From an optimization exercise on the open Yosys and OpenROAD flow, aimed at small area, a short achievable clock period and few clock cycles per item; shortcuts taken in it are not production practice. No run shown here included a check of the RTL's function; only the layout flow was run. Power and IR drop assume default switching activity.

==> run.sh <==
#!/bin/bash
# synth_recipe.tcl (not shown) runs the flow's synth.tcl, then flattens the netlist and writes it again
# the make line also repeats each setting of config.mk as NAME=value (left out here)
make -C /OpenROAD-flow-scripts/flow DESIGN_CONFIG=/design/flow/config.mk WORK_HOME=/design/flow/orfs CLKGATE_MAP_FILE= SYNTH_SCRIPT=/design/flow/synth_recipe.tcl finish
==> config.mk <==
export PLATFORM = sky130hd
export DESIGN_NAME = execTop
export DESIGN_NICKNAME = execTop
export VERILOG_FILES = /design/flow/design.v
export SDC_FILE = /design/flow/constraint.sdc
export NUM_CORES = 4
export LEC_CHECK = 0
export ABC_AREA = 1
export CAP_MARGIN = 20
export CORE_MARGIN = 2
export CORE_UTILIZATION = 40
export SLEW_MARGIN = 20
==> constraint.sdc <==
create_clock -name core_clock -period 6.0 [get_ports {clk}]
set_input_delay 1.2000 -clock core_clock [delete_from_list [all_inputs] [get_ports {clk}]]
set_output_delay 1.2000 -clock core_clock [all_outputs]
set_load 0.01 [all_outputs]
==> design.v <==
`default_nettype none
package execPkg;
	localparam int dataWidth = 32;
	localparam int shiftWidth = 5;  
	localparam int mulDigits = 4;
	localparam int mulBits = 2 * mulDigits;
	typedef logic [dataWidth-1:0] word_t;
	typedef enum logic [2:0] {
		opAdd = 3'd0,
		opSub = 3'd1,
		opAnd = 3'd2,
		opOr = 3'd3,
		opSll = 3'd4,
		opSra = 3'd5,
		opMul = 3'd6  
	} aluOp_t;
endpackage
`default_nettype wire
`default_nettype none
module aluUnit (
	input execPkg::word_t opA,
	input execPkg::word_t opB,
	input logic [2:0] op,
	output execPkg::word_t aluSum,  
	output execPkg::word_t aluCarry,  
	output logic aluCin,  
	output logic aluNeq,
	output logic aluLt
);
	localparam int W = execPkg::dataWidth;
	logic [execPkg::shiftWidth-1:0] shAmt;
	logic shLeft;
	execPkg::word_t shIn;
	execPkg::word_t shOut;
	execPkg::word_t shRev;
	execPkg::word_t axb;
	assign shAmt = opB[execPkg::shiftWidth-1:0];  
	assign shLeft = !op[0];
	always_comb begin
		for (int i = 0; i < W; i++) begin
			shIn[i] = shLeft ? opA[W-1-i] : opA[i];
		end
	end
	assign shOut = execPkg::word_t'($signed({!shLeft && opA[W-1], shIn}) >>> shAmt);
	always_comb begin
		for (int i = 0; i < W; i++) begin
			shRev[i] = shLeft ? shOut[W-1-i] : shOut[i];
		end
	end
	assign axb = opA ^ opB;
	always_comb begin
		aluCarry = '0;
		aluCin = 1'b0;
		case (op)
			execPkg::opAdd: begin
				aluSum = opA;
				aluCarry = opB;
			end
			execPkg::opSub: begin
				aluSum = opA;  
				aluCarry = ~opB;
				aluCin = 1'b1;
			end
			execPkg::opAnd: aluSum = opA & opB;
			execPkg::opOr: aluSum = opA | opB;
			execPkg::opSll: aluSum = shRev;
			execPkg::opSra: aluSum = shRev;
			default: aluSum = '0;  
		endcase
	end
	assign aluNeq = |axb;
	assign aluLt = ($signed(opA) < $signed(opB));
endmodule
module addPrefix (
	input logic [31:0] a,
	input logic [31:0] b,
	input logic cin,
	output logic [31:0] sum
);
	logic [31:0] p;
	logic [31:0] g;
	assign p = a ^ b;
	assign g = a & b;
	logic g0c;
	assign g0c = g[0] | (p[0] & cin);
	logic G0_1;
	assign G0_1 = g[1] | (p[1] & g0c);
	logic G0_3;
	assign G0_3 = g[3] | (p[3] & g[2]);
	logic P0_3;
	assign P0_3 = p[3] & p[2];
	logic G0_5;
	assign G0_5 = g[5] | (p[5] & g[4]);
	logic P0_5;
	assign P0_5 = p[5] & p[4];
	logic G0_7;
	assign G0_7 = g[7] | (p[7] & g[6]);
	logic P0_7;
	assign P0_7 = p[7] & p[6];
	logic G0_9;
	assign G0_9 = g[9] | (p[9] & g[8]);
	logic P0_9;
	assign P0_9 = p[9] & p[8];
	logic G0_11;
	assign G0_11 = g[11] | (p[11] & g[10]);
	logic P0_11;
	assign P0_11 = p[11] & p[10];
	logic G0_13;
	assign G0_13 = g[13] | (p[13] & g[12]);
	logic P0_13;
	assign P0_13 = p[13] & p[12];
	logic G0_15;
	assign G0_15 = g[15] | (p[15] & g[14]);
	logic P0_15;
	assign P0_15 = p[15] & p[14];
	logic G0_17;
	assign G0_17 = g[17] | (p[17] & g[16]);
	logic P0_17;
	assign P0_17 = p[17] & p[16];
	logic G0_19;
	assign G0_19 = g[19] | (p[19] & g[18]);
	logic P0_19;
	assign P0_19 = p[19] & p[18];
	logic G0_21;
	assign G0_21 = g[21] | (p[21] & g[20]);
	logic P0_21;
	assign P0_21 = p[21] & p[20];
	logic G0_23;
	assign G0_23 = g[23] | (p[23] & g[22]);
	logic P0_23;
	assign P0_23 = p[23] & p[22];
	logic G0_25;
	assign G0_25 = g[25] | (p[25] & g[24]);
	logic P0_25;
	assign P0_25 = p[25] & p[24];
	logic G0_27;
	assign G0_27 = g[27] | (p[27] & g[26]);
	logic P0_27;
	assign P0_27 = p[27] & p[26];
	logic G0_29;
	assign G0_29 = g[29] | (p[29] & g[28]);
	logic P0_29;
	assign P0_29 = p[29] & p[28];
	logic G0_31;
	assign G0_31 = g[31] | (p[31] & g[30]);
	logic P0_31;
	assign P0_31 = p[31] & p[30];
	logic G1_2;
	assign G1_2 = g[2] | (p[2] & G0_1);
	logic G1_3;
	assign G1_3 = G0_3 | (P0_3 & G0_1);
	logic G1_6;
	assign G1_6 = g[6] | (p[6] & G0_5);
	logic P1_6;
	assign P1_6 = p[6] & P0_5;
	logic G1_7;
	assign G1_7 = G0_7 | (P0_7 & G0_5);
	logic P1_7;
	assign P1_7 = P0_7 & P0_5;
	logic G1_10;
	assign G1_10 = g[10] | (p[10] & G0_9);
	logic P1_10;
	assign P1_10 = p[10] & P0_9;
	logic G1_11;
	assign G1_11 = G0_11 | (P0_11 & G0_9);
	logic P1_11;
	assign P1_11 = P0_11 & P0_9;
	logic G1_14;
	assign G1_14 = g[14] | (p[14] & G0_13);
	logic P1_14;
	assign P1_14 = p[14] & P0_13;
	logic G1_15;
	assign G1_15 = G0_15 | (P0_15 & G0_13);
	logic P1_15;
	assign P1_15 = P0_15 & P0_13;
	logic G1_18;
	assign G1_18 = g[18] | (p[18] & G0_17);
	logic P1_18;
	assign P1_18 = p[18] & P0_17;
	logic G1_19;
	assign G1_19 = G0_19 | (P0_19 & G0_17);
	logic P1_19;
	assign P1_19 = P0_19 & P0_17;
	logic G1_22;
	assign G1_22 = g[22] | (p[22] & G0_21);
	logic P1_22;
	assign P1_22 = p[22] & P0_21;
	logic G1_23;
	assign G1_23 = G0_23 | (P0_23 & G0_21);
	logic P1_23;
	assign P1_23 = P0_23 & P0_21;
	logic G1_26;
	assign G1_26 = g[26] | (p[26] & G0_25);
	logic P1_26;
	assign P1_26 = p[26] & P0_25;
	logic G1_27;
	assign G1_27 = G0_27 | (P0_27 & G0_25);
	logic P1_27;
	assign P1_27 = P0_27 & P0_25;
	logic G1_30;
	assign G1_30 = g[30] | (p[30] & G0_29);
	logic P1_30;
	assign P1_30 = p[30] & P0_29;
	logic G1_31;
	assign G1_31 = G0_31 | (P0_31 & G0_29);
	logic P1_31;
	assign P1_31 = P0_31 & P0_29;
	logic G2_4;
	assign G2_4 = g[4] | (p[4] & G1_3);
	logic G2_5;
	assign G2_5 = G0_5 | (P0_5 & G1_3);
	logic G2_6;
	assign G2_6 = G1_6 | (P1_6 & G1_3);
	logic G2_7;
	assign G2_7 = G1_7 | (P1_7 & G1_3);
	logic G2_12;
	assign G2_12 = g[12] | (p[12] & G1_11);
	logic P2_12;
	assign P2_12 = p[12] & P1_11;
	logic G2_13;
	assign G2_13 = G0_13 | (P0_13 & G1_11);
	logic P2_13;
	assign P2_13 = P0_13 & P1_11;
	logic G2_14;
	assign G2_14 = G1_14 | (P1_14 & G1_11);
	logic P2_14;
	assign P2_14 = P1_14 & P1_11;
	logic G2_15;
	assign G2_15 = G1_15 | (P1_15 & G1_11);
	logic P2_15;
	assign P2_15 = P1_15 & P1_11;
	logic G2_20;
	assign G2_20 = g[20] | (p[20] & G1_19);
	logic P2_20;
	assign P2_20 = p[20] & P1_19;
	logic G2_21;
	assign G2_21 = G0_21 | (P0_21 & G1_19);
	logic P2_21;
	assign P2_21 = P0_21 & P1_19;
	logic G2_22;
	assign G2_22 = G1_22 | (P1_22 & G1_19);
	logic P2_22;
	assign P2_22 = P1_22 & P1_19;
	logic G2_23;
	assign G2_23 = G1_23 | (P1_23 & G1_19);
	logic P2_23;
	assign P2_23 = P1_23 & P1_19;
	logic G2_28;
	assign G2_28 = g[28] | (p[28] & G1_27);
	logic P2_28;
	assign P2_28 = p[28] & P1_27;
	logic G2_29;
	assign G2_29 = G0_29 | (P0_29 & G1_27);
	logic P2_29;
	assign P2_29 = P0_29 & P1_27;
	logic G2_30;
	assign G2_30 = G1_30 | (P1_30 & G1_27);
	logic P2_30;
	assign P2_30 = P1_30 & P1_27;
	logic G2_31;
	assign G2_31 = G1_31 | (P1_31 & G1_27);
	logic P2_31;
	assign P2_31 = P1_31 & P1_27;
	logic G3_8;
	assign G3_8 = g[8] | (p[8] & G2_7);
	logic G3_9;
	assign G3_9 = G0_9 | (P0_9 & G2_7);
	logic G3_10;
	assign G3_10 = G1_10 | (P1_10 & G2_7);
	logic G3_11;
	assign G3_11 = G1_11 | (P1_11 & G2_7);
	logic G3_12;
	assign G3_12 = G2_12 | (P2_12 & G2_7);
	logic G3_13;
	assign G3_13 = G2_13 | (P2_13 & G2_7);
	logic G3_14;
	assign G3_14 = G2_14 | (P2_14 & G2_7);
	logic G3_15;
	assign G3_15 = G2_15 | (P2_15 & G2_7);
	logic G3_24;
	assign G3_24 = g[24] | (p[24] & G2_23);
	logic P3_24;
	assign P3_24 = p[24] & P2_23;
	logic G3_25;
	assign G3_25 = G0_25 | (P0_25 & G2_23);
	logic P3_25;
	assign P3_25 = P0_25 & P2_23;
	logic G3_26;
	assign G3_26 = G1_26 | (P1_26 & G2_23);
	logic P3_26;
	assign P3_26 = P1_26 & P2_23;
	logic G3_27;
	assign G3_27 = G1_27 | (P1_27 & G2_23);
	logic P3_27;
	assign P3_27 = P1_27 & P2_23;
	logic G3_28;
	assign G3_28 = G2_28 | (P2_28 & G2_23);
	logic P3_28;
	assign P3_28 = P2_28 & P2_23;
	logic G3_29;
	assign G3_29 = G2_29 | (P2_29 & G2_23);
	logic P3_29;
	assign P3_29 = P2_29 & P2_23;
	logic G3_30;
	assign G3_30 = G2_30 | (P2_30 & G2_23);
	logic P3_30;
	assign P3_30 = P2_30 & P2_23;
	logic G3_31;
	assign G3_31 = G2_31 | (P2_31 & G2_23);
	logic P3_31;
	assign P3_31 = P2_31 & P2_23;
	logic G4_16;
	assign G4_16 = g[16] | (p[16] & G3_15);
	logic G4_17;
	assign G4_17 = G0_17 | (P0_17 & G3_15);
	logic G4_18;
	assign G4_18 = G1_18 | (P1_18 & G3_15);
	logic G4_19;
	assign G4_19 = G1_19 | (P1_19 & G3_15);
	logic G4_20;
	assign G4_20 = G2_20 | (P2_20 & G3_15);
	logic G4_21;
	assign G4_21 = G2_21 | (P2_21 & G3_15);
	logic G4_22;
	assign G4_22 = G2_22 | (P2_22 & G3_15);
	logic G4_23;
	assign G4_23 = G2_23 | (P2_23 & G3_15);
	logic G4_24;
	assign G4_24 = G3_24 | (P3_24 & G3_15);
	logic G4_25;
	assign G4_25 = G3_25 | (P3_25 & G3_15);
	logic G4_26;
	assign G4_26 = G3_26 | (P3_26 & G3_15);
	logic G4_27;
	assign G4_27 = G3_27 | (P3_27 & G3_15);
	logic G4_28;
	assign G4_28 = G3_28 | (P3_28 & G3_15);
	logic G4_29;
	assign G4_29 = G3_29 | (P3_29 & G3_15);
	logic G4_30;
	assign G4_30 = G3_30 | (P3_30 & G3_15);
	logic G4_31;
	assign G4_31 = G3_31 | (P3_31 & G3_15);
	logic [31:0] c;
	assign c = {G4_30, G4_29, G4_28, G4_27, G4_26, G4_25, G4_24, G4_23, G4_22, G4_21, G4_20, G4_19, G4_18, G4_17, G4_16, G3_15, G3_14, G3_13, G3_12, G3_11, G3_10, G3_9, G3_8, G2_7, G2_6, G2_5, G2_4, G1_3, G1_2, G0_1, g0c, cin};
	assign sum = p ^ c;
endmodule
`default_nettype wire
`default_nettype none
module mulUnit (
	input execPkg::word_t mcand,  
	input logic [execPkg::mulDigits-1:0] digOne,  
	input logic [execPkg::mulDigits-1:0] digTwo,
	input logic [execPkg::mulDigits-1:0] digNeg,
	input execPkg::word_t accSum,  
	input execPkg::word_t accCarry,
	output execPkg::word_t nextSum,
	output execPkg::word_t nextCarry
);
	boothStep tree (
		.mc(mcand),
		.one(digOne),
		.two(digTwo),
		.neg(digNeg),
		.s(accSum),
		.c(accCarry),
		.os(nextSum),
		.oc(nextCarry)
	);
endmodule
module boothStep (
	input logic [31:0] mc,  
	input logic [3:0] one,  
	input logic [3:0] two,  
	input logic [3:0] neg,  
	input logic [31:0] s,
	input logic [31:0] c,
	output logic [31:0] os,
	output logic [31:0] oc
);
	logic one0, two0, neg0;
	logic [31:0] pp0;
	logic one1, two1, neg1;
	logic [31:2] pp1;
	logic one2, two2, neg2;
	logic [31:4] pp2;
	logic one3, two3, neg3;
	logic [31:6] pp3;
	logic fs1;
	logic fc2;
	logic fs3;
	logic fc4;
	logic fs5;
	logic fc6;
	logic fs7;
	logic fc8;
	logic fs9;
	logic fc10;
	logic fs11;
	logic fc12;
	logic fs13;
	logic fc14;
	logic fs15;
	logic fc16;
	logic fs17;
	logic fc18;
	logic fs19;
	logic fc20;
	logic fs21;
	logic fc22;
	logic fs23;
	logic fc24;
	logic fs25;
	logic fc26;
	logic fs27;
	logic fc28;
	logic fs29;
	logic fc30;
	logic fs31;
	logic fc32;
	logic fs33;
	logic fc34;
	logic fs35;
	logic fc36;
	logic fs37;
	logic fc38;
	logic fs39;
	logic fc40;
	logic fs41;
	logic fc42;
	logic fs43;
	logic fc44;
	logic fs45;
	logic fc46;
	logic fs47;
	logic fc48;
	logic fs49;
	logic fc50;
	logic fs51;
	logic fc52;
	logic fs53;
	logic fc54;
	logic fs55;
	logic fc56;
	logic fs57;
	logic fc58;
	logic fs59;
	logic fc60;
	logic fs61;
	logic fc62;
	logic fs63;
	logic fc64;
	logic fs65;
	logic fc66;
	logic fs67;
	logic fc68;
	logic fs69;
	logic fc70;
	logic fs71;
	logic fc72;
	logic fs73;
	logic fc74;
	logic fs75;
	logic fc76;
	logic fs77;
	logic fc78;
	logic fs79;
	logic fc80;
	logic fs81;
	logic fc82;
	logic fs83;
	logic fc84;
	logic fs85;
	logic fc86;
	logic fs87;
	logic fc88;
	logic fs89;
	logic fc90;
	logic fs91;
	logic fc92;
	logic fs93;
	logic fc94;
	logic fs95;
	logic fc96;
	logic fs97;
	logic fc98;
	logic fs99;
	logic fc100;
	logic fs101;
	logic fc102;
	logic fs103;
	logic fc104;
	logic fs105;
	logic fc106;
	logic fs107;
	logic fc108;
	logic fs109;
	logic fc110;
	logic fs111;
	logic fc112;
	logic fs113;
	logic fc114;
	logic fs115;
	logic fc116;
	logic fs117;
	logic fc118;
	logic fs119;
	logic fc120;
	logic fs121;
	logic fc122;
	logic fs123;
	logic fc124;
	logic fs125;
	logic fc126;
	logic fs127;
	logic fc128;
	logic fs129;
	logic fc130;
	logic fs131;
	logic fc132;
	logic fs133;
	logic fc134;
	logic fs135;
	logic fc136;
	logic fs137;
	logic fc138;
	logic fs139;
	logic fc140;
	logic fs141;
	logic fc142;
	logic fs143;
	logic fc144;
	logic fs145;
	logic fc146;
	logic fs147;
	logic fc148;
	logic fs149;
	logic fc150;
	logic fs151;
	logic fc152;
	logic fs153;
	logic fc154;
	logic fs155;
	logic fc156;
	logic fs157;
	logic fc158;
	logic fs159;
	logic fc160;
	logic fs161;
	logic fc162;
	logic fs163;
	logic fc164;
	logic fs165;
	logic fc166;
	logic fs167;
	logic fc168;
	logic fs169;
	logic fc170;
	logic fs171;
	logic fc172;
	logic fs173;
	logic fc174;
	logic fs175;
	logic fc176;
	logic fs177;
	logic fc178;
	logic fs179;
	logic fc180;
	logic fs181;
	logic fc182;
	logic fs183;
	logic fc184;
	logic fs185;
	logic fc186;
	logic fs187;
	logic fc188;
	logic fs189;
	logic fc190;
	logic fs191;
	logic fc192;
	logic fs193;
	logic fc194;
	logic fs195;
	logic fc196;
	logic fs197;
	logic fc198;
	logic fs199;
	logic fc200;
	logic fs201;
	logic fc202;
	logic fs203;
	logic fc204;
	logic fs205;
	logic fc206;
	logic fs207;
	logic fc208;
	logic fs209;
	logic fc210;
	logic fs211;
	logic fc212;
	logic fs213;
	logic fc214;
	logic fs215;
	logic fc216;
	logic fs217;
	logic fc218;
	logic fs219;
	logic fc220;
	logic fs221;
	logic fc222;
	logic fs223;
	logic fc224;
	logic fs225;
	logic fs226;
	logic fs227;
	logic fs228;
	assign one0 = one[0];
	assign two0 = two[0];
	assign neg0 = neg[0];
	assign pp0[0] = (one0 & mc[0]) ^ neg0;
	assign pp0[1] = ((one0 & mc[1]) | (two0 & mc[0])) ^ neg0;
	assign pp0[2] = ((one0 & mc[2]) | (two0 & mc[1])) ^ neg0;
	assign pp0[3] = ((one0 & mc[3]) | (two0 & mc[2])) ^ neg0;
	assign pp0[4] = ((one0 & mc[4]) | (two0 & mc[3])) ^ neg0;
	assign pp0[5] = ((one0 & mc[5]) | (two0 & mc[4])) ^ neg0;
	assign pp0[6] = ((one0 & mc[6]) | (two0 & mc[5])) ^ neg0;
	assign pp0[7] = ((one0 & mc[7]) | (two0 & mc[6])) ^ neg0;
	assign pp0[8] = ((one0 & mc[8]) | (two0 & mc[7])) ^ neg0;
	assign pp0[9] = ((one0 & mc[9]) | (two0 & mc[8])) ^ neg0;
	assign pp0[10] = ((one0 & mc[10]) | (two0 & mc[9])) ^ neg0;
	assign pp0[11] = ((one0 & mc[11]) | (two0 & mc[10])) ^ neg0;
	assign pp0[12] = ((one0 & mc[12]) | (two0 & mc[11])) ^ neg0;
	assign pp0[13] = ((one0 & mc[13]) | (two0 & mc[12])) ^ neg0;
	assign pp0[14] = ((one0 & mc[14]) | (two0 & mc[13])) ^ neg0;
	assign pp0[15] = ((one0 & mc[15]) | (two0 & mc[14])) ^ neg0;
	assign pp0[16] = ((one0 & mc[16]) | (two0 & mc[15])) ^ neg0;
	assign pp0[17] = ((one0 & mc[17]) | (two0 & mc[16])) ^ neg0;
	assign pp0[18] = ((one0 & mc[18]) | (two0 & mc[17])) ^ neg0;
	assign pp0[19] = ((one0 & mc[19]) | (two0 & mc[18])) ^ neg0;
	assign pp0[20] = ((one0 & mc[20]) | (two0 & mc[19])) ^ neg0;
	assign pp0[21] = ((one0 & mc[21]) | (two0 & mc[20])) ^ neg0;
	assign pp0[22] = ((one0 & mc[22]) | (two0 & mc[21])) ^ neg0;
	assign pp0[23] = ((one0 & mc[23]) | (two0 & mc[22])) ^ neg0;
	assign pp0[24] = ((one0 & mc[24]) | (two0 & mc[23])) ^ neg0;
	assign pp0[25] = ((one0 & mc[25]) | (two0 & mc[24])) ^ neg0;
	assign pp0[26] = ((one0 & mc[26]) | (two0 & mc[25])) ^ neg0;
	assign pp0[27] = ((one0 & mc[27]) | (two0 & mc[26])) ^ neg0;
	assign pp0[28] = ((one0 & mc[28]) | (two0 & mc[27])) ^ neg0;
	assign pp0[29] = ((one0 & mc[29]) | (two0 & mc[28])) ^ neg0;
	assign pp0[30] = ((one0 & mc[30]) | (two0 & mc[29])) ^ neg0;
	assign pp0[31] = ((one0 & mc[31]) | (two0 & mc[30])) ^ neg0;
	assign one1 = one[1];
	assign two1 = two[1];
	assign neg1 = neg[1];
	assign pp1[2] = (one1 & mc[0]) ^ neg1;
	assign pp1[3] = ((one1 & mc[1]) | (two1 & mc[0])) ^ neg1;
	assign pp1[4] = ((one1 & mc[2]) | (two1 & mc[1])) ^ neg1;
	assign pp1[5] = ((one1 & mc[3]) | (two1 & mc[2])) ^ neg1;
	assign pp1[6] = ((one1 & mc[4]) | (two1 & mc[3])) ^ neg1;
	assign pp1[7] = ((one1 & mc[5]) | (two1 & mc[4])) ^ neg1;
	assign pp1[8] = ((one1 & mc[6]) | (two1 & mc[5])) ^ neg1;
	assign pp1[9] = ((one1 & mc[7]) | (two1 & mc[6])) ^ neg1;
	assign pp1[10] = ((one1 & mc[8]) | (two1 & mc[7])) ^ neg1;
	assign pp1[11] = ((one1 & mc[9]) | (two1 & mc[8])) ^ neg1;
	assign pp1[12] = ((one1 & mc[10]) | (two1 & mc[9])) ^ neg1;
	assign pp1[13] = ((one1 & mc[11]) | (two1 & mc[10])) ^ neg1;
	assign pp1[14] = ((one1 & mc[12]) | (two1 & mc[11])) ^ neg1;
	assign pp1[15] = ((one1 & mc[13]) | (two1 & mc[12])) ^ neg1;
	assign pp1[16] = ((one1 & mc[14]) | (two1 & mc[13])) ^ neg1;
	assign pp1[17] = ((one1 & mc[15]) | (two1 & mc[14])) ^ neg1;
	assign pp1[18] = ((one1 & mc[16]) | (two1 & mc[15])) ^ neg1;
	assign pp1[19] = ((one1 & mc[17]) | (two1 & mc[16])) ^ neg1;
	assign pp1[20] = ((one1 & mc[18]) | (two1 & mc[17])) ^ neg1;
	assign pp1[21] = ((one1 & mc[19]) | (two1 & mc[18])) ^ neg1;
	assign pp1[22] = ((one1 & mc[20]) | (two1 & mc[19])) ^ neg1;
	assign pp1[23] = ((one1 & mc[21]) | (two1 & mc[20])) ^ neg1;
	assign pp1[24] = ((one1 & mc[22]) | (two1 & mc[21])) ^ neg1;
	assign pp1[25] = ((one1 & mc[23]) | (two1 & mc[22])) ^ neg1;
	assign pp1[26] = ((one1 & mc[24]) | (two1 & mc[23])) ^ neg1;
	assign pp1[27] = ((one1 & mc[25]) | (two1 & mc[24])) ^ neg1;
	assign pp1[28] = ((one1 & mc[26]) | (two1 & mc[25])) ^ neg1;
	assign pp1[29] = ((one1 & mc[27]) | (two1 & mc[26])) ^ neg1;
	assign pp1[30] = ((one1 & mc[28]) | (two1 & mc[27])) ^ neg1;
	assign pp1[31] = ((one1 & mc[29]) | (two1 & mc[28])) ^ neg1;
	assign one2 = one[2];
	assign two2 = two[2];
	assign neg2 = neg[2];
	assign pp2[4] = (one2 & mc[0]) ^ neg2;
	assign pp2[5] = ((one2 & mc[1]) | (two2 & mc[0])) ^ neg2;
	assign pp2[6] = ((one2 & mc[2]) | (two2 & mc[1])) ^ neg2;
	assign pp2[7] = ((one2 & mc[3]) | (two2 & mc[2])) ^ neg2;
	assign pp2[8] = ((one2 & mc[4]) | (two2 & mc[3])) ^ neg2;
	assign pp2[9] = ((one2 & mc[5]) | (two2 & mc[4])) ^ neg2;
	assign pp2[10] = ((one2 & mc[6]) | (two2 & mc[5])) ^ neg2;
	assign pp2[11] = ((one2 & mc[7]) | (two2 & mc[6])) ^ neg2;
	assign pp2[12] = ((one2 & mc[8]) | (two2 & mc[7])) ^ neg2;
	assign pp2[13] = ((one2 & mc[9]) | (two2 & mc[8])) ^ neg2;
	assign pp2[14] = ((one2 & mc[10]) | (two2 & mc[9])) ^ neg2;
	assign pp2[15] = ((one2 & mc[11]) | (two2 & mc[10])) ^ neg2;
	assign pp2[16] = ((one2 & mc[12]) | (two2 & mc[11])) ^ neg2;
	assign pp2[17] = ((one2 & mc[13]) | (two2 & mc[12])) ^ neg2;
	assign pp2[18] = ((one2 & mc[14]) | (two2 & mc[13])) ^ neg2;
	assign pp2[19] = ((one2 & mc[15]) | (two2 & mc[14])) ^ neg2;
	assign pp2[20] = ((one2 & mc[16]) | (two2 & mc[15])) ^ neg2;
	assign pp2[21] = ((one2 & mc[17]) | (two2 & mc[16])) ^ neg2;
	assign pp2[22] = ((one2 & mc[18]) | (two2 & mc[17])) ^ neg2;
	assign pp2[23] = ((one2 & mc[19]) | (two2 & mc[18])) ^ neg2;
	assign pp2[24] = ((one2 & mc[20]) | (two2 & mc[19])) ^ neg2;
	assign pp2[25] = ((one2 & mc[21]) | (two2 & mc[20])) ^ neg2;
	assign pp2[26] = ((one2 & mc[22]) | (two2 & mc[21])) ^ neg2;
	assign pp2[27] = ((one2 & mc[23]) | (two2 & mc[22])) ^ neg2;
	assign pp2[28] = ((one2 & mc[24]) | (two2 & mc[23])) ^ neg2;
	assign pp2[29] = ((one2 & mc[25]) | (two2 & mc[24])) ^ neg2;
	assign pp2[30] = ((one2 & mc[26]) | (two2 & mc[25])) ^ neg2;
	assign pp2[31] = ((one2 & mc[27]) | (two2 & mc[26])) ^ neg2;
	assign one3 = one[3];
	assign two3 = two[3];
	assign neg3 = neg[3];
	assign pp3[6] = (one3 & mc[0]) ^ neg3;
	assign pp3[7] = ((one3 & mc[1]) | (two3 & mc[0])) ^ neg3;
	assign pp3[8] = ((one3 & mc[2]) | (two3 & mc[1])) ^ neg3;
	assign pp3[9] = ((one3 & mc[3]) | (two3 & mc[2])) ^ neg3;
	assign pp3[10] = ((one3 & mc[4]) | (two3 & mc[3])) ^ neg3;
	assign pp3[11] = ((one3 & mc[5]) | (two3 & mc[4])) ^ neg3;
	assign pp3[12] = ((one3 & mc[6]) | (two3 & mc[5])) ^ neg3;
	assign pp3[13] = ((one3 & mc[7]) | (two3 & mc[6])) ^ neg3;
	assign pp3[14] = ((one3 & mc[8]) | (two3 & mc[7])) ^ neg3;
	assign pp3[15] = ((one3 & mc[9]) | (two3 & mc[8])) ^ neg3;
	assign pp3[16] = ((one3 & mc[10]) | (two3 & mc[9])) ^ neg3;
	assign pp3[17] = ((one3 & mc[11]) | (two3 & mc[10])) ^ neg3;
	assign pp3[18] = ((one3 & mc[12]) | (two3 & mc[11])) ^ neg3;
	assign pp3[19] = ((one3 & mc[13]) | (two3 & mc[12])) ^ neg3;
	assign pp3[20] = ((one3 & mc[14]) | (two3 & mc[13])) ^ neg3;
	assign pp3[21] = ((one3 & mc[15]) | (two3 & mc[14])) ^ neg3;
	assign pp3[22] = ((one3 & mc[16]) | (two3 & mc[15])) ^ neg3;
	assign pp3[23] = ((one3 & mc[17]) | (two3 & mc[16])) ^ neg3;
	assign pp3[24] = ((one3 & mc[18]) | (two3 & mc[17])) ^ neg3;
	assign pp3[25] = ((one3 & mc[19]) | (two3 & mc[18])) ^ neg3;
	assign pp3[26] = ((one3 & mc[20]) | (two3 & mc[19])) ^ neg3;
	assign pp3[27] = ((one3 & mc[21]) | (two3 & mc[20])) ^ neg3;
	assign pp3[28] = ((one3 & mc[22]) | (two3 & mc[21])) ^ neg3;
	assign pp3[29] = ((one3 & mc[23]) | (two3 & mc[22])) ^ neg3;
	assign pp3[30] = ((one3 & mc[24]) | (two3 & mc[23])) ^ neg3;
	assign pp3[31] = ((one3 & mc[25]) | (two3 & mc[24])) ^ neg3;
	assign fs1 = neg0 ^ s[0] ^ c[0];
	assign fc2 = (neg0 & s[0]) | (neg0 & c[0]) | (s[0] & c[0]);
	assign fs3 = s[1] ^ c[1] ^ fc2;
	assign fc4 = (s[1] & c[1]) | (s[1] & fc2) | (c[1] & fc2);
	assign fs5 = neg1 ^ s[2] ^ c[2];
	assign fc6 = (neg1 & s[2]) | (neg1 & c[2]) | (s[2] & c[2]);
	assign fs7 = pp0[2] ^ pp1[2] ^ fs5;
	assign fc8 = (pp0[2] & pp1[2]) | (pp0[2] & fs5) | (pp1[2] & fs5);
	assign fs9 = s[3] ^ c[3] ^ fc6;
	assign fc10 = (s[3] & c[3]) | (s[3] & fc6) | (c[3] & fc6);
	assign fs11 = pp0[3] ^ pp1[3] ^ fc8;
	assign fc12 = (pp0[3] & pp1[3]) | (pp0[3] & fc8) | (pp1[3] & fc8);
	assign fs13 = neg2 ^ s[4] ^ c[4];
	assign fc14 = (neg2 & s[4]) | (neg2 & c[4]) | (s[4] & c[4]);
	assign fs15 = pp0[4] ^ pp1[4] ^ pp2[4];
	assign fc16 = (pp0[4] & pp1[4]) | (pp0[4] & pp2[4]) | (pp1[4] & pp2[4]);
	assign fs17 = fs13 ^ fc10 ^ fs15;
	assign fc18 = (fs13 & fc10) | (fs13 & fs15) | (fc10 & fs15);
	assign fs19 = s[5] ^ c[5] ^ fc14;
	assign fc20 = (s[5] & c[5]) | (s[5] & fc14) | (c[5] & fc14);
	assign fs21 = pp0[5] ^ pp1[5] ^ pp2[5];
	assign fc22 = (pp0[5] & pp1[5]) | (pp0[5] & pp2[5]) | (pp1[5] & pp2[5]);
	assign fs23 = fc16 ^ fs19 ^ fs21;
	assign fc24 = (fc16 & fs19) | (fc16 & fs21) | (fs19 & fs21);
	assign fs25 = neg3 ^ s[6] ^ c[6];
	assign fc26 = (neg3 & s[6]) | (neg3 & c[6]) | (s[6] & c[6]);
	assign fs27 = pp0[6] ^ pp1[6] ^ pp2[6];
	assign fc28 = (pp0[6] & pp1[6]) | (pp0[6] & pp2[6]) | (pp1[6] & pp2[6]);
	assign fs29 = pp3[6] ^ fs25 ^ fc20;
	assign fc30 = (pp3[6] & fs25) | (pp3[6] & fc20) | (fs25 & fc20);
	assign fs31 = fc22 ^ fs27 ^ fs29;
	assign fc32 = (fc22 & fs27) | (fc22 & fs29) | (fs27 & fs29);
	assign fs33 = s[7] ^ c[7] ^ fc26;
	assign fc34 = (s[7] & c[7]) | (s[7] & fc26) | (c[7] & fc26);
	assign fs35 = pp0[7] ^ pp1[7] ^ pp2[7];
	assign fc36 = (pp0[7] & pp1[7]) | (pp0[7] & pp2[7]) | (pp1[7] & pp2[7]);
	assign fs37 = pp3[7] ^ fc28 ^ fs33;
	assign fc38 = (pp3[7] & fc28) | (pp3[7] & fs33) | (fc28 & fs33);
	assign fs39 = fs35 ^ fc30 ^ fs37;
	assign fc40 = (fs35 & fc30) | (fs35 & fs37) | (fc30 & fs37);
	assign fs41 = s[8] ^ c[8] ^ pp0[8];
	assign fc42 = (s[8] & c[8]) | (s[8] & pp0[8]) | (c[8] & pp0[8]);
	assign fs43 = pp1[8] ^ pp2[8] ^ pp3[8];
	assign fc44 = (pp1[8] & pp2[8]) | (pp1[8] & pp3[8]) | (pp2[8] & pp3[8]);
	assign fs45 = fc34 ^ fc36 ^ fs41;
	assign fc46 = (fc34 & fc36) | (fc34 & fs41) | (fc36 & fs41);
	assign fs47 = fs43 ^ fc38 ^ fs45;
	assign fc48 = (fs43 & fc38) | (fs43 & fs45) | (fc38 & fs45);
	assign fs49 = s[9] ^ c[9] ^ pp0[9];
	assign fc50 = (s[9] & c[9]) | (s[9] & pp0[9]) | (c[9] & pp0[9]);
	assign fs51 = pp1[9] ^ pp2[9] ^ pp3[9];
	assign fc52 = (pp1[9] & pp2[9]) | (pp1[9] & pp3[9]) | (pp2[9] & pp3[9]);
	assign fs53 = fc42 ^ fc44 ^ fs49;
	assign fc54 = (fc42 & fc44) | (fc42 & fs49) | (fc44 & fs49);
	assign fs55 = fs51 ^ fc46 ^ fs53;
	assign fc56 = (fs51 & fc46) | (fs51 & fs53) | (fc46 & fs53);
	assign fs57 = s[10] ^ c[10] ^ pp0[10];
	assign fc58 = (s[10] & c[10]) | (s[10] & pp0[10]) | (c[10] & pp0[10]);
	assign fs59 = pp1[10] ^ pp2[10] ^ pp3[10];
	assign fc60 = (pp1[10] & pp2[10]) | (pp1[10] & pp3[10]) | (pp2[10] & pp3[10]);
	assign fs61 = fc50 ^ fc52 ^ fs57;
	assign fc62 = (fc50 & fc52) | (fc50 & fs57) | (fc52 & fs57);
	assign fs63 = fs59 ^ fc54 ^ fs61;
	assign fc64 = (fs59 & fc54) | (fs59 & fs61) | (fc54 & fs61);
	assign fs65 = s[11] ^ c[11] ^ pp0[11];
	assign fc66 = (s[11] & c[11]) | (s[11] & pp0[11]) | (c[11] & pp0[11]);
	assign fs67 = pp1[11] ^ pp2[11] ^ pp3[11];
	assign fc68 = (pp1[11] & pp2[11]) | (pp1[11] & pp3[11]) | (pp2[11] & pp3[11]);
	assign fs69 = fc58 ^ fc60 ^ fs65;
	assign fc70 = (fc58 & fc60) | (fc58 & fs65) | (fc60 & fs65);
	assign fs71 = fs67 ^ fc62 ^ fs69;
	assign fc72 = (fs67 & fc62) | (fs67 & fs69) | (fc62 & fs69);
	assign fs73 = s[12] ^ c[12] ^ pp0[12];
	assign fc74 = (s[12] & c[12]) | (s[12] & pp0[12]) | (c[12] & pp0[12]);
	assign fs75 = pp1[12] ^ pp2[12] ^ pp3[12];
	assign fc76 = (pp1[12] & pp2[12]) | (pp1[12] & pp3[12]) | (pp2[12] & pp3[12]);
	assign fs77 = fc66 ^ fc68 ^ fs73;
	assign fc78 = (fc66 & fc68) | (fc66 & fs73) | (fc68 & fs73);
	assign fs79 = fs75 ^ fc70 ^ fs77;
	assign fc80 = (fs75 & fc70) | (fs75 & fs77) | (fc70 & fs77);
	assign fs81 = s[13] ^ c[13] ^ pp0[13];
	assign fc82 = (s[13] & c[13]) | (s[13] & pp0[13]) | (c[13] & pp0[13]);
	assign fs83 = pp1[13] ^ pp2[13] ^ pp3[13];
	assign fc84 = (pp1[13] & pp2[13]) | (pp1[13] & pp3[13]) | (pp2[13] & pp3[13]);
	assign fs85 = fc74 ^ fc76 ^ fs81;
	assign fc86 = (fc74 & fc76) | (fc74 & fs81) | (fc76 & fs81);
	assign fs87 = fs83 ^ fc78 ^ fs85;
	assign fc88 = (fs83 & fc78) | (fs83 & fs85) | (fc78 & fs85);
	assign fs89 = s[14] ^ c[14] ^ pp0[14];
	assign fc90 = (s[14] & c[14]) | (s[14] & pp0[14]) | (c[14] & pp0[14]);
	assign fs91 = pp1[14] ^ pp2[14] ^ pp3[14];
	assign fc92 = (pp1[14] & pp2[14]) | (pp1[14] & pp3[14]) | (pp2[14] & pp3[14]);
	assign fs93 = fc82 ^ fc84 ^ fs89;
	assign fc94 = (fc82 & fc84) | (fc82 & fs89) | (fc84 & fs89);
	assign fs95 = fs91 ^ fc86 ^ fs93;
	assign fc96 = (fs91 & fc86) | (fs91 & fs93) | (fc86 & fs93);
	assign fs97 = s[15] ^ c[15] ^ pp0[15];
	assign fc98 = (s[15] & c[15]) | (s[15] & pp0[15]) | (c[15] & pp0[15]);
	assign fs99 = pp1[15] ^ pp2[15] ^ pp3[15];
	assign fc100 = (pp1[15] & pp2[15]) | (pp1[15] & pp3[15]) | (pp2[15] & pp3[15]);
	assign fs101 = fc90 ^ fc92 ^ fs97;
	assign fc102 = (fc90 & fc92) | (fc90 & fs97) | (fc92 & fs97);
	assign fs103 = fs99 ^ fc94 ^ fs101;
	assign fc104 = (fs99 & fc94) | (fs99 & fs101) | (fc94 & fs101);
	assign fs105 = s[16] ^ c[16] ^ pp0[16];
	assign fc106 = (s[16] & c[16]) | (s[16] & pp0[16]) | (c[16] & pp0[16]);
	assign fs107 = pp1[16] ^ pp2[16] ^ pp3[16];
	assign fc108 = (pp1[16] & pp2[16]) | (pp1[16] & pp3[16]) | (pp2[16] & pp3[16]);
	assign fs109 = fc98 ^ fc100 ^ fs105;
	assign fc110 = (fc98 & fc100) | (fc98 & fs105) | (fc100 & fs105);
	assign fs111 = fs107 ^ fc102 ^ fs109;
	assign fc112 = (fs107 & fc102) | (fs107 & fs109) | (fc102 & fs109);
	assign fs113 = s[17] ^ c[17] ^ pp0[17];
	assign fc114 = (s[17] & c[17]) | (s[17] & pp0[17]) | (c[17] & pp0[17]);
	assign fs115 = pp1[17] ^ pp2[17] ^ pp3[17];
	assign fc116 = (pp1[17] & pp2[17]) | (pp1[17] & pp3[17]) | (pp2[17] & pp3[17]);
	assign fs117 = fc106 ^ fc108 ^ fs113;
	assign fc118 = (fc106 & fc108) | (fc106 & fs113) | (fc108 & fs113);
	assign fs119 = fs115 ^ fc110 ^ fs117;
	assign fc120 = (fs115 & fc110) | (fs115 & fs117) | (fc110 & fs117);
	assign fs121 = s[18] ^ c[18] ^ pp0[18];
	assign fc122 = (s[18] & c[18]) | (s[18] & pp0[18]) | (c[18] & pp0[18]);
	assign fs123 = pp1[18] ^ pp2[18] ^ pp3[18];
	assign fc124 = (pp1[18] & pp2[18]) | (pp1[18] & pp3[18]) | (pp2[18] & pp3[18]);
	assign fs125 = fc114 ^ fc116 ^ fs121;
	assign fc126 = (fc114 & fc116) | (fc114 & fs121) | (fc116 & fs121);
	assign fs127 = fs123 ^ fc118 ^ fs125;
	assign fc128 = (fs123 & fc118) | (fs123 & fs125) | (fc118 & fs125);
	assign fs129 = s[19] ^ c[19] ^ pp0[19];
	assign fc130 = (s[19] & c[19]) | (s[19] & pp0[19]) | (c[19] & pp0[19]);
	assign fs131 = pp1[19] ^ pp2[19] ^ pp3[19];
	assign fc132 = (pp1[19] & pp2[19]) | (pp1[19] & pp3[19]) | (pp2[19] & pp3[19]);
	assign fs133 = fc122 ^ fc124 ^ fs129;
	assign fc134 = (fc122 & fc124) | (fc122 & fs129) | (fc124 & fs129);
	assign fs135 = fs131 ^ fc126 ^ fs133;
	assign fc136 = (fs131 & fc126) | (fs131 & fs133) | (fc126 & fs133);
	assign fs137 = s[20] ^ c[20] ^ pp0[20];
	assign fc138 = (s[20] & c[20]) | (s[20] & pp0[20]) | (c[20] & pp0[20]);
	assign fs139 = pp1[20] ^ pp2[20] ^ pp3[20];
	assign fc140 = (pp1[20] & pp2[20]) | (pp1[20] & pp3[20]) | (pp2[20] & pp3[20]);
	assign fs141 = fc130 ^ fc132 ^ fs137;
	assign fc142 = (fc130 & fc132) | (fc130 & fs137) | (fc132 & fs137);
	assign fs143 = fs139 ^ fc134 ^ fs141;
	assign fc144 = (fs139 & fc134) | (fs139 & fs141) | (fc134 & fs141);
	assign fs145 = s[21] ^ c[21] ^ pp0[21];
	assign fc146 = (s[21] & c[21]) | (s[21] & pp0[21]) | (c[21] & pp0[21]);
	assign fs147 = pp1[21] ^ pp2[21] ^ pp3[21];
	assign fc148 = (pp1[21] & pp2[21]) | (pp1[21] & pp3[21]) | (pp2[21] & pp3[21]);
	assign fs149 = fc138 ^ fc140 ^ fs145;
	assign fc150 = (fc138 & fc140) | (fc138 & fs145) | (fc140 & fs145);
	assign fs151 = fs147 ^ fc142 ^ fs149;
	assign fc152 = (fs147 & fc142) | (fs147 & fs149) | (fc142 & fs149);
	assign fs153 = s[22] ^ c[22] ^ pp0[22];
	assign fc154 = (s[22] & c[22]) | (s[22] & pp0[22]) | (c[22] & pp0[22]);
	assign fs155 = pp1[22] ^ pp2[22] ^ pp3[22];
	assign fc156 = (pp1[22] & pp2[22]) | (pp1[22] & pp3[22]) | (pp2[22] & pp3[22]);
	assign fs157 = fc146 ^ fc148 ^ fs153;
	assign fc158 = (fc146 & fc148) | (fc146 & fs153) | (fc148 & fs153);
	assign fs159 = fs155 ^ fc150 ^ fs157;
	assign fc160 = (fs155 & fc150) | (fs155 & fs157) | (fc150 & fs157);
	assign fs161 = s[23] ^ c[23] ^ pp0[23];
	assign fc162 = (s[23] & c[23]) | (s[23] & pp0[23]) | (c[23] & pp0[23]);
	assign fs163 = pp1[23] ^ pp2[23] ^ pp3[23];
	assign fc164 = (pp1[23] & pp2[23]) | (pp1[23] & pp3[23]) | (pp2[23] & pp3[23]);
	assign fs165 = fc154 ^ fc156 ^ fs161;
	assign fc166 = (fc154 & fc156) | (fc154 & fs161) | (fc156 & fs161);
	assign fs167 = fs163 ^ fc158 ^ fs165;
	assign fc168 = (fs163 & fc158) | (fs163 & fs165) | (fc158 & fs165);
	assign fs169 = s[24] ^ c[24] ^ pp0[24];
	assign fc170 = (s[24] & c[24]) | (s[24] & pp0[24]) | (c[24] & pp0[24]);
	assign fs171 = pp1[24] ^ pp2[24] ^ pp3[24];
	assign fc172 = (pp1[24] & pp2[24]) | (pp1[24] & pp3[24]) | (pp2[24] & pp3[24]);
	assign fs173 = fc162 ^ fc164 ^ fs169;
	assign fc174 = (fc162 & fc164) | (fc162 & fs169) | (fc164 & fs169);
	assign fs175 = fs171 ^ fc166 ^ fs173;
	assign fc176 = (fs171 & fc166) | (fs171 & fs173) | (fc166 & fs173);
	assign fs177 = s[25] ^ c[25] ^ pp0[25];
	assign fc178 = (s[25] & c[25]) | (s[25] & pp0[25]) | (c[25] & pp0[25]);
	assign fs179 = pp1[25] ^ pp2[25] ^ pp3[25];
	assign fc180 = (pp1[25] & pp2[25]) | (pp1[25] & pp3[25]) | (pp2[25] & pp3[25]);
	assign fs181 = fc170 ^ fc172 ^ fs177;
	assign fc182 = (fc170 & fc172) | (fc170 & fs177) | (fc172 & fs177);
	assign fs183 = fs179 ^ fc174 ^ fs181;
	assign fc184 = (fs179 & fc174) | (fs179 & fs181) | (fc174 & fs181);
	assign fs185 = s[26] ^ c[26] ^ pp0[26];
	assign fc186 = (s[26] & c[26]) | (s[26] & pp0[26]) | (c[26] & pp0[26]);
	assign fs187 = pp1[26] ^ pp2[26] ^ pp3[26];
	assign fc188 = (pp1[26] & pp2[26]) | (pp1[26] & pp3[26]) | (pp2[26] & pp3[26]);
	assign fs189 = fc178 ^ fc180 ^ fs185;
	assign fc190 = (fc178 & fc180) | (fc178 & fs185) | (fc180 & fs185);
	assign fs191 = fs187 ^ fc182 ^ fs189;
	assign fc192 = (fs187 & fc182) | (fs187 & fs189) | (fc182 & fs189);
	assign fs193 = s[27] ^ c[27] ^ pp0[27];
	assign fc194 = (s[27] & c[27]) | (s[27] & pp0[27]) | (c[27] & pp0[27]);
	assign fs195 = pp1[27] ^ pp2[27] ^ pp3[27];
	assign fc196 = (pp1[27] & pp2[27]) | (pp1[27] & pp3[27]) | (pp2[27] & pp3[27]);
	assign fs197 = fc186 ^ fc188 ^ fs193;
	assign fc198 = (fc186 & fc188) | (fc186 & fs193) | (fc188 & fs193);
	assign fs199 = fs195 ^ fc190 ^ fs197;
	assign fc200 = (fs195 & fc190) | (fs195 & fs197) | (fc190 & fs197);
	assign fs201 = s[28] ^ c[28] ^ pp0[28];
	assign fc202 = (s[28] & c[28]) | (s[28] & pp0[28]) | (c[28] & pp0[28]);
	assign fs203 = pp1[28] ^ pp2[28] ^ pp3[28];
	assign fc204 = (pp1[28] & pp2[28]) | (pp1[28] & pp3[28]) | (pp2[28] & pp3[28]);
	assign fs205 = fc194 ^ fc196 ^ fs201;
	assign fc206 = (fc194 & fc196) | (fc194 & fs201) | (fc196 & fs201);
	assign fs207 = fs203 ^ fc198 ^ fs205;
	assign fc208 = (fs203 & fc198) | (fs203 & fs205) | (fc198 & fs205);
	assign fs209 = s[29] ^ c[29] ^ pp0[29];
	assign fc210 = (s[29] & c[29]) | (s[29] & pp0[29]) | (c[29] & pp0[29]);
	assign fs211 = pp1[29] ^ pp2[29] ^ pp3[29];
	assign fc212 = (pp1[29] & pp2[29]) | (pp1[29] & pp3[29]) | (pp2[29] & pp3[29]);
	assign fs213 = fc202 ^ fc204 ^ fs209;
	assign fc214 = (fc202 & fc204) | (fc202 & fs209) | (fc204 & fs209);
	assign fs215 = fs211 ^ fc206 ^ fs213;
	assign fc216 = (fs211 & fc206) | (fs211 & fs213) | (fc206 & fs213);
	assign fs217 = s[30] ^ c[30] ^ pp0[30];
	assign fc218 = (s[30] & c[30]) | (s[30] & pp0[30]) | (c[30] & pp0[30]);
	assign fs219 = pp1[30] ^ pp2[30] ^ pp3[30];
	assign fc220 = (pp1[30] & pp2[30]) | (pp1[30] & pp3[30]) | (pp2[30] & pp3[30]);
	assign fs221 = fc210 ^ fc212 ^ fs217;
	assign fc222 = (fc210 & fc212) | (fc210 & fs217) | (fc212 & fs217);
	assign fs223 = fs219 ^ fc214 ^ fs221;
	assign fc224 = (fs219 & fc214) | (fs219 & fs221) | (fc214 & fs221);
	assign fs225 = s[31] ^ c[31] ^ pp0[31];
	assign fs226 = pp1[31] ^ pp2[31] ^ pp3[31];
	assign fs227 = fc218 ^ fc220 ^ fs225;
	assign fs228 = fs226 ^ fc222 ^ fs227;
	assign os = {fc224, fc216, fc208, fc200, fc192, fc184, fc176, fc168, fc160, fc152, fc144, fc136, fc128, fc120, fc112, fc104, fc96, fc88, fc80, fc72, fc64, fc56, fc48, fc40, fc32, fc24, fc18, fc12, fs9, fc4, pp0[1], pp0[0]};
	assign oc = {fs228, fs223, fs215, fs207, fs199, fs191, fs183, fs175, fs167, fs159, fs151, fs143, fs135, fs127, fs119, fs111, fs103, fs95, fs87, fs79, fs71, fs63, fs55, fs47, fs39, fs31, fs23, fs17, fs11, fs7, fs3, fs1};
endmodule
`default_nettype wire
`default_nettype none
module execControl (
	input logic clk,
	input logic rst,
	input logic start,
	input logic [2:0] op,
	input execPkg::word_t opA,
	input execPkg::word_t opB,
	output execPkg::word_t latA,
	output execPkg::word_t latB,
	output logic [2:0] latOp,
	output logic [execPkg::mulDigits-1:0] digOne,  
	output logic [execPkg::mulDigits-1:0] digTwo,
	output logic [execPkg::mulDigits-1:0] digNeg,
	input execPkg::word_t aluSum,
	input execPkg::word_t aluCarry,
	input logic aluCin,
	input logic aluNeq,
	input logic aluLt,
	input execPkg::word_t nextSum,
	input execPkg::word_t nextCarry,
	output execPkg::word_t accSum,
	output execPkg::word_t accCarry,
	output logic firstStep,
	output execPkg::word_t result,
	output logic neq,
	output logic lt,
	output logic done,
	output logic busy
);
	localparam int W = execPkg::dataWidth;
	localparam int NB = execPkg::mulBits;
	localparam int D = execPkg::mulDigits;
	logic accept;
	logic valid;  
	logic more;  
	logic last;  
	logic nextLast;
	logic stepping;  
	logic shift;  
	logic rowsDone;  
	logic accCin;
	logic rowNeq;  
	logic rowLt;
	execPkg::word_t sum;
	logic [NB:0] digBits;  
	logic [D-1:0] nextOne;
	logic [D-1:0] nextTwo;
	logic [D-1:0] nextNeg;
	assign firstStep = valid && (latOp == execPkg::opMul);
	assign stepping = firstStep || more;
	assign shift = stepping && !last;
	assign busy = shift;
	assign accept = start && !busy && (op != 3'd7);  
	always_ff @(posedge clk) begin
		if (rst) begin
			valid <= 1'b0;
			more <= 1'b0;
			rowsDone <= 1'b0;
			done <= 1'b0;
		end else begin
			valid <= accept;
			more <= shift;
			rowsDone <= (valid && !firstStep) || (stepping && last);
			done <= rowsDone;
		end
	end
	always_ff @(posedge clk) begin
		if (shift) begin
			latA <= latA << NB;
			latB <= execPkg::word_t'($signed(latB) >>> NB);
		end else begin
			latA <= opA;
			latB <= opB;
			latOp <= op;
		end
	end
	assign digBits = shift ? latB[2*NB-1:NB-1] : {opB[NB-1:0], 1'b0};
	assign nextLast = shift ? (latB[W-1:2*NB-1] == {(W-2*NB+1){latB[W-1]}})
		: (opB[W-1:NB-1] == {(W-NB+1){opB[W-1]}});
	always_comb begin
		for (int j = 0; j < D; j++) begin
			nextOne[j] = digBits[2*j+1] ^ digBits[2*j];
			nextTwo[j] = (digBits[2*j+2] && !digBits[2*j+1] && !digBits[2*j])
				|| (!digBits[2*j+2] && digBits[2*j+1] && digBits[2*j]);
			nextNeg[j] = digBits[2*j+2];
		end
	end
	always_ff @(posedge clk) begin
		digOne <= nextOne;
		digTwo <= nextTwo;
		digNeg <= nextNeg;
		last <= nextLast;
	end
	always_ff @(posedge clk) begin
		if (stepping) begin
			accSum <= nextSum;
			accCarry <= nextCarry;
			accCin <= 1'b0;
		end else begin
			accSum <= aluSum;
			accCarry <= aluCarry;
			accCin <= aluCin;
		end
		if (valid) begin
			rowNeq <= aluNeq;
			rowLt <= aluLt;
		end
		result <= sum;
		neq <= rowNeq;
		lt <= rowLt;
	end
	addPrefix adder (
		.a(accSum),
		.b(accCarry),
		.cin(accCin),
		.sum(sum)
	);
endmodule
`default_nettype wire
`default_nettype none
module execTop (
	input logic clk,
	input logic rst,
	input logic start,
	input logic [2:0] op,  
	input logic [31:0] opA,
	input logic [31:0] opB,
	output logic [31:0] result,
	output logic neq,
	output logic lt,
	output logic done,
	output logic busy
);
	execPkg::word_t latA;
	execPkg::word_t latB;
	logic [2:0] latOp;
	logic [execPkg::mulDigits-1:0] digOne;
	logic [execPkg::mulDigits-1:0] digTwo;
	logic [execPkg::mulDigits-1:0] digNeg;
	execPkg::word_t aluSum;
	execPkg::word_t aluCarry;
	logic aluCin;
	logic aluNeq;
	logic aluLt;
	execPkg::word_t nextSum;
	execPkg::word_t nextCarry;
	execPkg::word_t accSum;
	execPkg::word_t accCarry;
	logic firstStep;
	execControl control (
		.clk(clk),
		.rst(rst),
		.start(start),
		.op(op),
		.opA(opA),
		.opB(opB),
		.latA(latA),
		.latB(latB),
		.latOp(latOp),
		.digOne(digOne),
		.digTwo(digTwo),
		.digNeg(digNeg),
		.aluSum(aluSum),
		.aluCarry(aluCarry),
		.aluCin(aluCin),
		.aluNeq(aluNeq),
		.aluLt(aluLt),
		.nextSum(nextSum),
		.nextCarry(nextCarry),
		.accSum(accSum),
		.accCarry(accCarry),
		.firstStep(firstStep),
		.result(result),
		.neq(neq),
		.lt(lt),
		.done(done),
		.busy(busy)
	);
	aluUnit alu (
		.opA(latA),
		.opB(latB),
		.op(latOp),
		.aluSum(aluSum),
		.aluCarry(aluCarry),
		.aluCin(aluCin),
		.aluNeq(aluNeq),
		.aluLt(aluLt)
	);
	mulUnit mul (
		.mcand(latA),
		.digOne(digOne),
		.digTwo(digTwo),
		.digNeg(digNeg),
		.accSum(firstStep ? '0 : accSum),
		.accCarry(firstStep ? '0 : accCarry),
		.nextSum(nextSum),
		.nextCarry(nextCarry)
	);
endmodule
`default_nettype wire
==> results of run 1 <==
through the flow:
step	hold WS [ns]	power [W]	worst slack [ns]
3_3_place_gp	0.348	0.00479	2.38
6_report	0.362	0.00600	1.87
5_1_grt	0.386	0.00657	1.66
4_1_cts	0.365	0.00603	1.86
2_1_floorplan	0.323	0.00387	2.88
3_5_place_dp	0.333	0.00486	2.30
worst reg2reg max path: stages, from the launching register on:
cell and delay (ns):
sky130_fd_sc_hd__edfxtp_1 0.49, sky130_fd_sc_hd__nand4_4 0.16, sky130_fd_sc_hd__buf_4 0.57, sky130_fd_sc_hd__nand2_1 0.20, sky130_fd_sc_hd__fa_1 0.48, sky130_fd_sc_hd__fa_1 0.50, sky130_fd_sc_hd__inv_1 0.05, sky130_fd_sc_hd__fa_1 0.49
sky130_fd_sc_hd__fa_1 0.41, sky130_fd_sc_hd__nand2_1 0.07, sky130_fd_sc_hd__o21ai_0 0.11
metal layers:
metal | global-route usage | part of all wire | vias up
li1 | - | - | 7686
met1 | 0.406 | 0.46 | 7725
met2 | 0.429 | 0.43 | 792
met3 | 0.0470 | 0.083 | 84
met4 | 0.0939 | 0.025 | 0
met5 | 0 | 0 | -
cell families (layout without fill, tap and decap cells):
group | count (synthesis) | after routing | share of synthesized area
flops | 181 | 181 | 0.218
fa+ha+maj | 243 | 243 | 0.232
compound gates | 389 | 389 | 0.134
simple gates | 975 | 975 | 0.247
buf+inv | 415 | 436 | 0.0957
xor+xnor | 141 | 141 | 0.0731
registers in the layout, indices dropped and copies added (netlist names):
signal	cells
control.latA	32
control.neq	1
control.latB	29
control.more	1
control.accCin	1
control.result	32
control.last	1
control.latOp	3
control.accCarry	32
control.digTwo	4
control.rowsDone	1
control.valid	1
control.rowNeq	1
control.done	1
control.lt	1
control.digNeg	3
control.rowLt	1
control.accSum	32
control.digOne	4
power by group:
part	switching [W]	internal (W)
sequential	0.000168	0.00146
combinational	0.00190	0.00132
clock	0.000594	0.000558
total	0.00267	0.00333
cell type report:
type | instances | area (um^2) | share of cell area
Clock buffer | 18 | 429 | 0.0228
Sequential cell | 181 | 3680 | 0.196
Timing Repair Buffer | 129 | 1240 | 0.0659
Clock inverter | 14 | 156 | 0.00832
Multi-Input combinational cell | 1748 | 11600 | 0.616
Inverter | 275 | 1030 | 0.0549
Tap cell | 539 | 674 | 0.0359
worst paths after layout:
path / to / slack [ns] / cells past startpoint
setup reg to reg: control.accCarry[7] / 2.31 / 10
hold / removal: control.lt / 0.36 / 0
hold reg to reg: control.lt / 0.36 / 0
setup / recovery: busy / 1.87 / 5
cells in the final DEF, fill, tap and decap left out, types with 2 or more instances in the layout:
cell and count:
sky130_fd_sc_hd__a21boi_0 6, sky130_fd_sc_hd__a21o_1 3, sky130_fd_sc_hd__a21oi_1 74, sky130_fd_sc_hd__a221oi_1 13, sky130_fd_sc_hd__a22oi_1 4, sky130_fd_sc_hd__a31oi_1 4
sky130_fd_sc_hd__buf_4 23, sky130_fd_sc_hd__clkbuf_16 17, sky130_fd_sc_hd__clkdlybuf4s50_1 105, sky130_fd_sc_hd__clkinv_1 18, sky130_fd_sc_hd__clkinv_8 4, sky130_fd_sc_hd__dfxtp_1 175
sky130_fd_sc_hd__edfxtp_1 6, sky130_fd_sc_hd__fa_1 118, sky130_fd_sc_hd__ha_1 125, sky130_fd_sc_hd__inv_1 244, sky130_fd_sc_hd__inv_2 13, sky130_fd_sc_hd__inv_6 5
sky130_fd_sc_hd__inv_8 3, sky130_fd_sc_hd__nand2_1 557, sky130_fd_sc_hd__nand3_1 299, sky130_fd_sc_hd__nand4_1 9, sky130_fd_sc_hd__nor2_1 69, sky130_fd_sc_hd__nor2_2 3
sky130_fd_sc_hd__nor3_1 11, sky130_fd_sc_hd__nor4_1 10, sky130_fd_sc_hd__o211ai_1 2, sky130_fd_sc_hd__o21ai_0 129, sky130_fd_sc_hd__o21ai_1 13, sky130_fd_sc_hd__o21ai_2 2
sky130_fd_sc_hd__o22ai_1 126, sky130_fd_sc_hd__o31ai_1 2, sky130_fd_sc_hd__o41ai_1 4, sky130_fd_sc_hd__or2_2 12, sky130_fd_sc_hd__xnor2_1 10, sky130_fd_sc_hd__xor2_1 131
==> implementation parameters, run 1 <==
Parameter                              Value

Yosys
  Synth Instances    2344
  Average size of a mapped cell    7.21 um^2
  Post-synth ARST share    0
  Count of synthesis-stage warnings from yosys    2
  Post-Syn Area    16900 um^2
  EDFF count, synth    6
  Leading cell type by number of instances after synthesis    sky130_fd_sc_hd__nand2_1
  Most frequent cells after synthesis    sky130_fd_sc_hd__nand2_1 (557), sky130_fd_sc_hd__nand3_1 (299), sky130_fd_sc_hd__inv_1 (245)
  Predominant post-synthesis flop cell    sky130_fd_sc_hd__dfxtp_1
  Post-synth top area share    0.207
  Number of different library cells in the post-synthesis netlist    46
  #FFs+latches synth    181
  Syn nets    2657
  Seq/Total Area, Yosys    0.218
  Cell taking the most area after synthesis    sky130_fd_sc_hd__dfxtp_1
  Area contributors post-synth    sky130_fd_sc_hd__dfxtp_1 (21%), sky130_fd_sc_hd__fa_1 (14%), sky130_fd_sc_hd__nand2_1 (12%), sky130_fd_sc_hd__ha_1 (9.3%), sky130_fd_sc_hd__nand3_1 (8.9%)

Die
  Total Die Area    43900 um^2
  Core region area    41900 um^2
  Top-level port count    106
  Number of standard-cell rows in the floorplan    75
  Horizontal die dimension    209 um
  Initial cell density of the core    0.404
  Die Height    209 um

STA
  Minimum clock period    4.13 ns
  Transition at the pin with the smallest max-transition slack    1.22 ns
  Max-slew headroom    0.186
  Clock skew    0.0192 ns
  Final max-slew violation count    0
  Share of the clock period used by the worst path    0.689
  Setup repair after global routing missed its margin    false
  Hold violation count in the final report    0
  Count of final setup violators    0
  Fmax achieved    0.242 GHz
  Total negative setup slack    0 ns

Pwr
  Peak VDD IR    0.220 mV
  Ratio of total power to cell area    319 nW/um^2
  Standby leakage power    9.14 nW

Routing
  Average wire per standard cell    20.9 um
  Via Count    16300
  DRC violations left    0
  Post-detailed-routing wire length    60.8 mm
  Mean number of vias per cell    5.61
  Initial DRC count    1855
  Antenna Violating Nets Remaining    0
  First-pass iteration count of the detailed router    7

Job
  # Max-Cap Violations    0

Layout
  Non-filler instance count after layout    2904
  N_diodes    0
  Final standard cell area without fillers    18800 um^2
  Core occupancy in the finished layout    0.449
  Filler instances    4259
  Share of post-route cells with drive strength above 1    0.0385
  Layout overhead on the synthesized area    11.3%
  Total number of nets in the final design    2665

Clock tree
  Root Buffer Master    sky130_fd_sc_hd__clkbuf_16
  Count of buffers added by post-CTS timing repair for setup    0
  Count of hold-fix buffers inserted at cts    0
  Number of instances resized during post-cts repair    0
  Buffer depth of the longest clock path    2
  Sink Count    181
  Clock transition at the register clock pins on the worst setup and hold paths after CTS    0.08 ns
  Clock H-tree levels    4
  Clock latency on the worst-skew pair    0.50 ns
  TritonCTS clock tree    built
  Number of CTS-inserted buffers    17

Global route
  Largest net degree at the start of global routing    88
  Overall fraction of global-route tracks in use    0.282
  Via count of the first global-routing pass    15800
  Antenna violations before repair    0
  Wire length of the first global-routing pass    94.3 mm
  GRT overflow    0

Placement
  Count of input and output buffers    105
  Detail Placement HPWL    46.3 mm
  Post-placement cell count    2871
  Weighted congestion at the end of routability-driven global placement    0.992
  Cell area reported after detailed placement    18200 um^2

Worst setup path
  Nature of the critical path endpoint    output pin
  Worst path top cell family by delay    simple AND/OR/NAND/NOR gates
  Sequence of cells on the critical path    nand4_4, nand2_4, inv_2, nor2_4, clkdlybuf4s50_1
  Type of element launching the critical path    register
  Arrival time of data at the critical path endpoint    2.93 ns
  Required time at the endpoint of the critical path    4.80 ns
  Worst setup path startpoint    control.latOp[1]
  Critical path start-end classification    register to output pin
  Worst path bufs/invs    2
  Crit-path slowest cell    sky130_fd_sc_hd__clkdlybuf4s50_1
  Startpoint of the most critical register-to-register path    control.latOp[1]
  Largest incremental delay on the critical path    0.67 ns
  Worst-path maximum fanout    35

Hold path
  Start point of the worst min-delay path    control.rowLt
  Class of the most critical hold timing path    register to register

Status
  Outcome  no timing/DRC/antenna violations
==> run 2: changes to the inputs <==
--- a/config.mk
+++ b/config.mk
@@ -7,3 +7,2 @@
 export LEC_CHECK = 0
-export ABC_AREA = 1
 export CAP_MARGIN = 20
==> implementation parameters, run 2 <==
Parameter                              Value

Global route
  Largest net degree at the start of global routing    100 (+14%)
  Via count of the first global-routing pass    14900 (-5.6%)
  Overall fraction of global-route tracks in use    0.282 (about the same)
  Wire length of the first global-routing pass    93.3 mm (-1.1%)
  GRT overflow    0 (unchanged)

Pwr
  Sequential Power Share    0.277 (+0.006)
  Peak VDD IR    0.208 mV (-5.7%)
  Switching Fraction    0.432 (-0.0120)
  Part of the power in combinational logic    0.533 (-0.004)
  Ratio of total power to cell area    317 nW/um^2 (-0.78%)
  Internal Pwr Total    0.00344 W (+3.2%)

Routing
  Antenna Violating Nets Remaining    0 (unchanged)
  Initial DRC count    1548 (-17%)
  DRC violations left    0 (unchanged)
  First-pass iteration count of the detailed router    7 (unchanged)
  Via Count    14900 (-8.4%)
  Post-detailed-routing wire length    61.9 mm (+1.7%)

Worst setup path
  Arrival time of data at the critical path endpoint    3.18 ns (+0.25 ns)
  Critical path start-end classification    register to output pin
  Sequence of cells on the critical path    nor2b_1, a31oi_1, or2_2, inv_2, clkdlybuf4s50_1
  Largest incremental delay on the critical path    0.62 ns (-0.05 ns)

STA
  Fmax achieved    0.228 GHz (-5.7%)
  Count of final setup violators    0 (unchanged)
  Transition at the pin with the smallest max-transition slack    1.14 ns (-0.0771 ns)
  Minimum clock period    4.38 ns (+0.249 ns)
  Setup repair after global routing missed its margin    false
  Share of the clock period used by the worst path    0.730 (+0.0416)
  Max-slew headroom    0.235 (+0.0486)

Clock tree
  Clock latency on the worst-skew pair    0.48 ns (-0.02 ns)
  Number of CTS-inserted buffers    17 (unchanged)
  Count of buffers added by post-CTS timing repair for setup    0 (unchanged)
  Number of instances resized during post-cts repair    0 (unchanged)
  Root Buffer Master    sky130_fd_sc_hd__clkbuf_16
  TritonCTS clock tree    built

Yosys
  Average size of a mapped cell    8.65 um^2 (+20%)
  Most frequent cells after synthesis    sky130_fd_sc_hd__nand2_1 (222), sky130_fd_sc_hd__inv_1 (205), sky130_fd_sc_hd__dfxtp_1 (175)
  Predominant post-synthesis flop cell    sky130_fd_sc_hd__dfxtp_1
  Count of synthesis-stage warnings from yosys    2 (unchanged)
  Number of different library cells in the post-synthesis netlist    77 (+67%)
  Leading cell type by number of instances after synthesis    sky130_fd_sc_hd__nand2_1
  #FFs+latches synth    181 (unchanged)
  Post-synth ARST share    0 (unchanged)
  Synth Instances    1991 (-15%)

Die
  Horizontal die dimension    211 um (+0.95%)
  Core region area    42800 um^2 (+2.2%)
  Total Die Area    44700 um^2 (+1.9%)

Placement
  Weighted congestion at the end of routability-driven global placement    1.01 (+1.4%)

Layout
  Most used cells in the layout excluding fill and tap cells    sky130_fd_sc_hd__nand2_1 (222), sky130_fd_sc_hd__inv_1 (205), sky130_fd_sc_hd__dfxtp_1 (172), sky130_fd_sc_hd__xnor2_1 (161), sky130_fd_sc_hd__ha_1 (125)

Status
  Outcome  no timing/DRC/antenna violations
[run 2: worst paths after layout]
path                    startpoint           endpoint  slack [ns]  cells past startpoint
hold / removal      control.rowNeq        control.neq        0.38                      0
hold reg to reg     control.rowNeq        control.neq        0.38                      0
setup / recovery  control.latOp[2]               busy        1.62                      5
setup reg to reg  control.latOp[2]  control.accSum[9]        1.79                     12
[run 2: cell type report]
cell class / count / area (um^2)
Multi-Input combinational cell: 1448 / 12000
Timing Repair Buffer: 144 / 1340
Clock buffer: 18 / 439
Sequential cell: 181 / 3690
Clock inverter: 14 / 159
Inverter: 211 / 792
Tap cell: 546 / 683
Fill cell: 4240 / 23700
[run 2: per-stage QoR]
stage | worst slack, ns | hold slack (ns) | power, W | util | instances
after floorplan | 2.31 | 0.323 | 0.00376 | - | 1991
after detailed placement | 1.82 | 0.335 | 0.00490 | 0.433 | 2530
after CTS | 1.62 | 0.389 | 0.00608 | 0.447 | 2562
final | 1.62 | 0.383 | 0.00606 | 0.447 | 2562
after global placement | 1.91 | 0.361 | 0.00485 | 0.433 | 2530
after global routing | 1.36 | 0.399 | 0.00655 | 0.447 | 2562
[run 2: power by group through the flow]
stage / Clock (W) / Sequential, W / Combinational (W)
floorplan: 0 / 0.00163 / 0.00213
global placement: 0 / 0.00170 / 0.00315
detailed placement: 0 / 0.00170 / 0.00319
CTS: 0.00118 / 0.00168 / 0.00323
global route: 0.00123 / 0.00170 / 0.00362
finish: 0.00115 / 0.00168 / 0.00323
[run 2: per-layer routing]
metal | vias up | GRT usage | part of all wire
met4 | 0 | 0.129 | 0.041
met2 | 761 | 0.449 | 0.46
met3 | 140 | 0.0540 | 0.086
li1 | 6785 | - | -
met1 | 7227 | 0.371 | 0.42
met5 | - | 0 | 0
[run 2: cells by family after synthesis]
family                   Yosys count  share of synthesized area
flip-flops                       181                      0.214
AND/OR/NAND/NOR                  454                      0.114
AO/OA/AOI/OAI                    465                      0.178
multiplexers                     104                     0.0852
adder cells (fa/ha/maj)          243                      0.228
buffers and inverters            362                     0.0878
XOR/XNOR                         182                     0.0926
[run 2: worst max-delay path, delay by kind of cell, from the launching register on]
family,cells,cell delay (ns)
and+or+nand+nor,2,0.84
buffers and inverters,2,0.94
DFF,1,0.54
AOI/OAI and AO/OA,1,0.36

## re-timing with driven ports
How much do the figures lean on ideal ports? The routed layouts below were timed once more, with nothing changed but the port constraints. Step 1: set_driving_cell puts a clkbuf_16 on clk and a buf_2 on each other input, an assumption about the parent block. Step 2 moves the port delays by t, midway between the first and last clock arrival at a register: inputs arrive t later, outputs are due t later. That takes back most of the time a late clock gives input paths. Slacks: ideal ports / drivers / drivers and shift; pairs: ideal ports / drivers.
| run | t, ns | setup slack, ns | hold WS [ns] |
|---|---|---|---|
| run 1 | 0.543 | 1.868 / 1.810 / 2.309 | 0.362 / 0.362 / 0.362 |
| run 2 | 0.528 | 1.618 / 1.563 / 1.794 | 0.383 / 0.383 / 0.383 |
After both steps every run listed still meets setup and hold.
